This design comes from an exercise in tuning for small area on the open sky130 flow, not from production work.
Function was checked by simulation only, so behaviour that the tests miss may differ from the original.
No activity file was given, so power comes from the tool's default toggle rates.

## video_in_to_axis
module video_in_to_axis #(
    parameter int WIDTH      = bdc_pkg::WIDTH_DEF,
    parameter int HEIGHT     = bdc_pkg::HEIGHT_DEF,
    parameter int DATA_WIDTH = bdc_pkg::DATA_WIDTH_DEF,
    parameter int FIFO_DEPTH = 64,
    parameter bit VSYNC_POL  = 1'b1
)(
    input  logic                          clk,
    input  logic                          rst_n,
    input  logic [DATA_WIDTH-1:0]         vid_data,
    input  logic                          vid_de,
    input  logic                          vid_vsync,
    output logic [DATA_WIDTH-1:0]         m_axis_tdata,
    output logic                          m_axis_tvalid,
    output logic                          m_axis_tlast,
    output logic                          m_axis_tuser,
    input  logic                          m_axis_tready,
    input  logic                          ovf_clr,
    output logic                          overflow,
    output logic [bdc_pkg::DROP_CNT_W-1:0]         drop_cnt,
    output logic [$clog2(FIFO_DEPTH):0]   fifo_level,
    output logic [15:0]                   meas_width,
    output logic [15:0]                   meas_height,
    output logic                          meas_valid
);
==> flow/config.mk <==
export PLATFORM = sky130hd
export DESIGN_NAME = video_in_to_axis
export DESIGN_NICKNAME = video_in_to_axis
export VERILOG_FILES = /design/flow/design.v
export SDC_FILE = /design/flow/constraint.sdc
export NUM_CORES = 4
export LEC_CHECK = 0
export CAP_MARGIN = 20
export CORE_MARGIN = 2
export CORE_UTILIZATION = 75
export PLACE_DENSITY = 0.82
export SLEW_MARGIN = 20
export SYNTH_HIERARCHICAL = 1
==> flow/constraint.sdc <==
create_clock -name core_clock -period 6.0 [get_ports {clk}]
set_input_delay 1.2000 -clock core_clock [delete_from_list [all_inputs] [get_ports {clk}]]
set_output_delay 1.2000 -clock core_clock [all_outputs]
set_load 0.01 [all_outputs]
standard.sh (not shown) runs the stock make flow with config.mk's settings and CLKGATE_MAP_FILE= SYNTH_SCRIPT=/design/flow/synth_recipe.tcl, a recipe that flattens the netlist after the stock synthesis.
==> flow/flow/run.sh <==
#!/bin/bash
# Own layout flow: the standard layout (standard.sh, all of it), with two changes passed to
# ORFS through its own variables:
# - port buffers are the smallest buffer (buf_1) instead of the flow's default pick;
# - clock tree: clkbuf_8 buffers, sink clusters of at most 18 sinks within 55 um, and no dummy
#   loads for balancing.
# All tool output goes to logs in this folder (standard.log here, ORFS's per-step logs under orfs/logs).
set -e
export BUFFER_PORTS_ARGS="-buffer_cell sky130_fd_sc_hd__buf_1"
export CTS_ARGS="-sink_clustering_enable -repair_clock_nets -dont_use_dummy_load -sink_clustering_size 18 -sink_clustering_max_diameter 55 -buf_list sky130_fd_sc_hd__clkbuf_8"
bash standard.sh > standard.log 2>&1
The starting point ran to the end with no violations.
Edit:
==> flow/flow/run.sh (replaced) <==
#!/bin/bash
# Own layout flow: the standard layout (standard.sh, all of it), with changes passed to ORFS
# through its own variables:
# - port buffers are the smallest buffer (buf_1) instead of the flow's default pick;
# - clock tree: clkbuf_4 leaf buffers for sink clusters of at most 10 sinks within 30 um,
#   clkbuf_8 above them, and no dummy loads for balancing.
# All tool output goes to logs in this folder (standard.log here, ORFS's per-step logs under orfs/logs).
set -e
export BUFFER_PORTS_ARGS="-buffer_cell sky130_fd_sc_hd__buf_1"
export CTS_ARGS="-sink_clustering_enable -repair_clock_nets -dont_use_dummy_load -sink_clustering_size 10 -sink_clustering_max_diameter 30 -sink_clustering_buffer sky130_fd_sc_hd__clkbuf_4 -buf_list sky130_fd_sc_hd__clkbuf_8"
bash standard.sh > standard.log 2>&1
Settings changed: CORE_UTILIZATION 75 to 60, PLACE_DENSITY 0.82 to 0.7.
Outcome: Flip-flop and latch count stays the same. Total power increases by 5.2%. Wire length increases by about 2.6%. Final area increases by about 2.2%. Die area increases by 25%. Utilization decreases by 15 points. Register-to-register slack loses 0.21 ns. Non-clock buffer count increases by 25. Clock power increases by 22%. Sequential power is about the same.
Edit:
==> flow/flow/run.sh (replaced) <==
#!/bin/bash
# Own layout flow: the standard layout (standard.sh, all of it), with two changes passed to
# ORFS through its own variables:
# - port buffers are the smallest buffer (buf_1) instead of the flow's default pick;
# - clock tree: clkbuf_8 buffers, sink clusters of at most 19 sinks within 58 um, and no dummy
#   loads for balancing.
# All tool output goes to logs in this folder (standard.log here, ORFS's per-step logs under orfs/logs).
set -e
export BUFFER_PORTS_ARGS="-buffer_cell sky130_fd_sc_hd__buf_1"
export CTS_ARGS="-sink_clustering_enable -repair_clock_nets -dont_use_dummy_load -sink_clustering_size 19 -sink_clustering_max_diameter 58 -buf_list sky130_fd_sc_hd__clkbuf_8"
bash standard.sh > standard.log 2>&1
Settings changed: CORE_UTILIZATION 60 to 75, PLACE_DENSITY 0.7 to 0.82.
The changed run produced a clean layout; global-route usage rose by 7.3 points; first-iteration DRC count rose by a few percent; design area fell by a few percent; clock power fell by about a fifth; power fell by a few percent; cell count fell by roughly a tenth; setup slack is better by 0.22 ns.
Edit:
==> flow/flow/run.sh (replaced) <==
#!/bin/bash
# Own layout flow: the standard layout (standard.sh, all of it), with changes passed to ORFS
# through its own variables:
# - port buffers are the smallest buffer (buf_1) instead of the flow's default pick;
# - clock tree: clkbuf_16 leaf buffers for sink clusters of at most 32 sinks within 50 um,
#   clkbuf_8 above them, and no dummy loads for balancing.
# All tool output goes to logs in this folder (standard.log here, ORFS's per-step logs under orfs/logs).
set -e
export BUFFER_PORTS_ARGS="-buffer_cell sky130_fd_sc_hd__buf_1"
export CTS_ARGS="-sink_clustering_enable -repair_clock_nets -dont_use_dummy_load -sink_clustering_size 32 -sink_clustering_max_diameter 50 -sink_clustering_buffer sky130_fd_sc_hd__clkbuf_16 -buf_list sky130_fd_sc_hd__clkbuf_8"
bash standard.sh > standard.log 2>&1
Settings changed: CORE_UTILIZATION 75 to 60, PLACE_DENSITY 0.82 to 0.7.
Outcome:
- global-route usage is lower by 7.6 points
- count of clock-buffer cells in the layout is higher by 24
- cell count is higher by 7.7%
- power is higher by 11%
- clock skew is higher by 0.015 ns

* * *

video_in_to_axis again, from the RTL that the note above started with.
clock: 6.0 ns
lec_check: 0
cap_margin: 20
core_margin: 2
core_utilization: 60
place_density: 0.7
slew_margin: 20
synth_hierarchical: 1
==> flow/flow/run.sh <==
#!/bin/bash
# Own layout flow: the standard layout (standard.sh, all of it), with two changes passed to
# ORFS through its own variables:
# - port buffers are the smallest buffer (buf_1) instead of the flow's default pick;
# - clock tree: clkbuf_8 buffers, sink clusters of at most 18 sinks within 45 um, and no dummy
#   loads for balancing.
# All tool output goes to logs in this folder (standard.log here, ORFS's per-step logs under orfs/logs).
set -e
export BUFFER_PORTS_ARGS="-buffer_cell sky130_fd_sc_hd__buf_1"
export CTS_ARGS="-sink_clustering_enable -repair_clock_nets -dont_use_dummy_load -sink_clustering_size 18 -sink_clustering_max_diameter 45 -buf_list sky130_fd_sc_hd__clkbuf_8"
bash standard.sh > standard.log 2>&1
Then changed:
==> flow/flow/run.sh (replaced) <==
#!/bin/bash
# Own layout flow: the standard layout (standard.sh, all of it), with changes passed to ORFS
# through its own variables:
# - port buffers are the smallest buffer (buf_1) instead of the flow's default pick;
# - clock tree: clkbuf_8 buffers, sink clusters of at most 16 sinks within 40 um, and no dummy
#   loads for balancing;
# - after global routing, gates off the critical paths are downsized (RECOVER_POWER).
# All tool output goes to logs in this folder (standard.log here, ORFS's per-step logs under orfs/logs).
set -e
export BUFFER_PORTS_ARGS="-buffer_cell sky130_fd_sc_hd__buf_1"
export CTS_ARGS="-sink_clustering_enable -repair_clock_nets -dont_use_dummy_load -sink_clustering_size 16 -sink_clustering_max_diameter 40 -buf_list sky130_fd_sc_hd__clkbuf_8"
export RECOVER_POWER=100
bash standard.sh > standard.log 2>&1
--- a/flow/config.mk
+++ b/flow/config.mk
@@ -8 +8 @@
-export CAP_MARGIN = 20
+export CAP_MARGIN = 10
@@ -10,3 +10,3 @@
-export CORE_UTILIZATION = 60
-export PLACE_DENSITY = 0.7
-export SLEW_MARGIN = 20
+export CORE_UTILIZATION = 75
+export PLACE_DENSITY = 0.82
+export SLEW_MARGIN = 10
This time the run finished but fails on capacitance limit, slew limit.
Fmax falls by 13%.
Total power rises by 0.36%.
Global-route usage rises by 8.3 points.
Core utilization rises by 15 points.
Clock skew falls by 0.021 ns.
Cell count falls by 6.5%.
Setup slack is worse by 0.69 ns.
Count of clock-buffer cells in the layout rises by 8.
Clock power rises by about 2%.

## separate check: timing with driven ports
The flow's constraints put no driver on any port. The routed layouts listed below were extracted and timed again, unchanged, in two steps. Step 1 (the two cells are an assumption about what drives the block):
set clk [get_ports {clk}]
set_driving_cell -lib_cell sky130_fd_sc_hd__clkbuf_16 $clk
set_driving_cell -lib_cell sky130_fd_sc_hd__buf_2 [delete_from_list [all_inputs] $clk]
Step 2 adds t to the input delays and takes it off the output delays; t is the mean of the earliest and latest rising clock arrival at the registers after step 1. Input paths then give back, and output paths get back, about the clock's delay inside the block. Three values: ideal ports, drivers, drivers and shift; two values: the first two.
run	t, ns	slack for setup (ns)	latest minus earliest clock arrival (ns)	worst slew at a driven data input, ns
the first run of note 1	0.864	1.593 / 1.593 / 1.290	0.118 / 0.118	0.05
the second run of note 1	0.980	1.385 / 1.385 / 1.307	0.120 / 0.121	0.06
the third run of note 1	0.824	1.601 / 1.601 / 1.364	0.088 / 0.088	0.05
the fourth run of note 1	0.917	1.331 / 1.331 / 1.322	0.129 / 0.129	0.06
the first run of note 2	0.874	1.437 / 1.437 / 1.387	0.126 / 0.126	0.06
the second run of note 2	0.901	0.749 / 0.749 / 0.188	0.088 / 0.088	0.05
For the second run of note 2, which loses most, drivers alone change the setup slack by 0.000 ns; drivers and shift together by -0.561 ns.
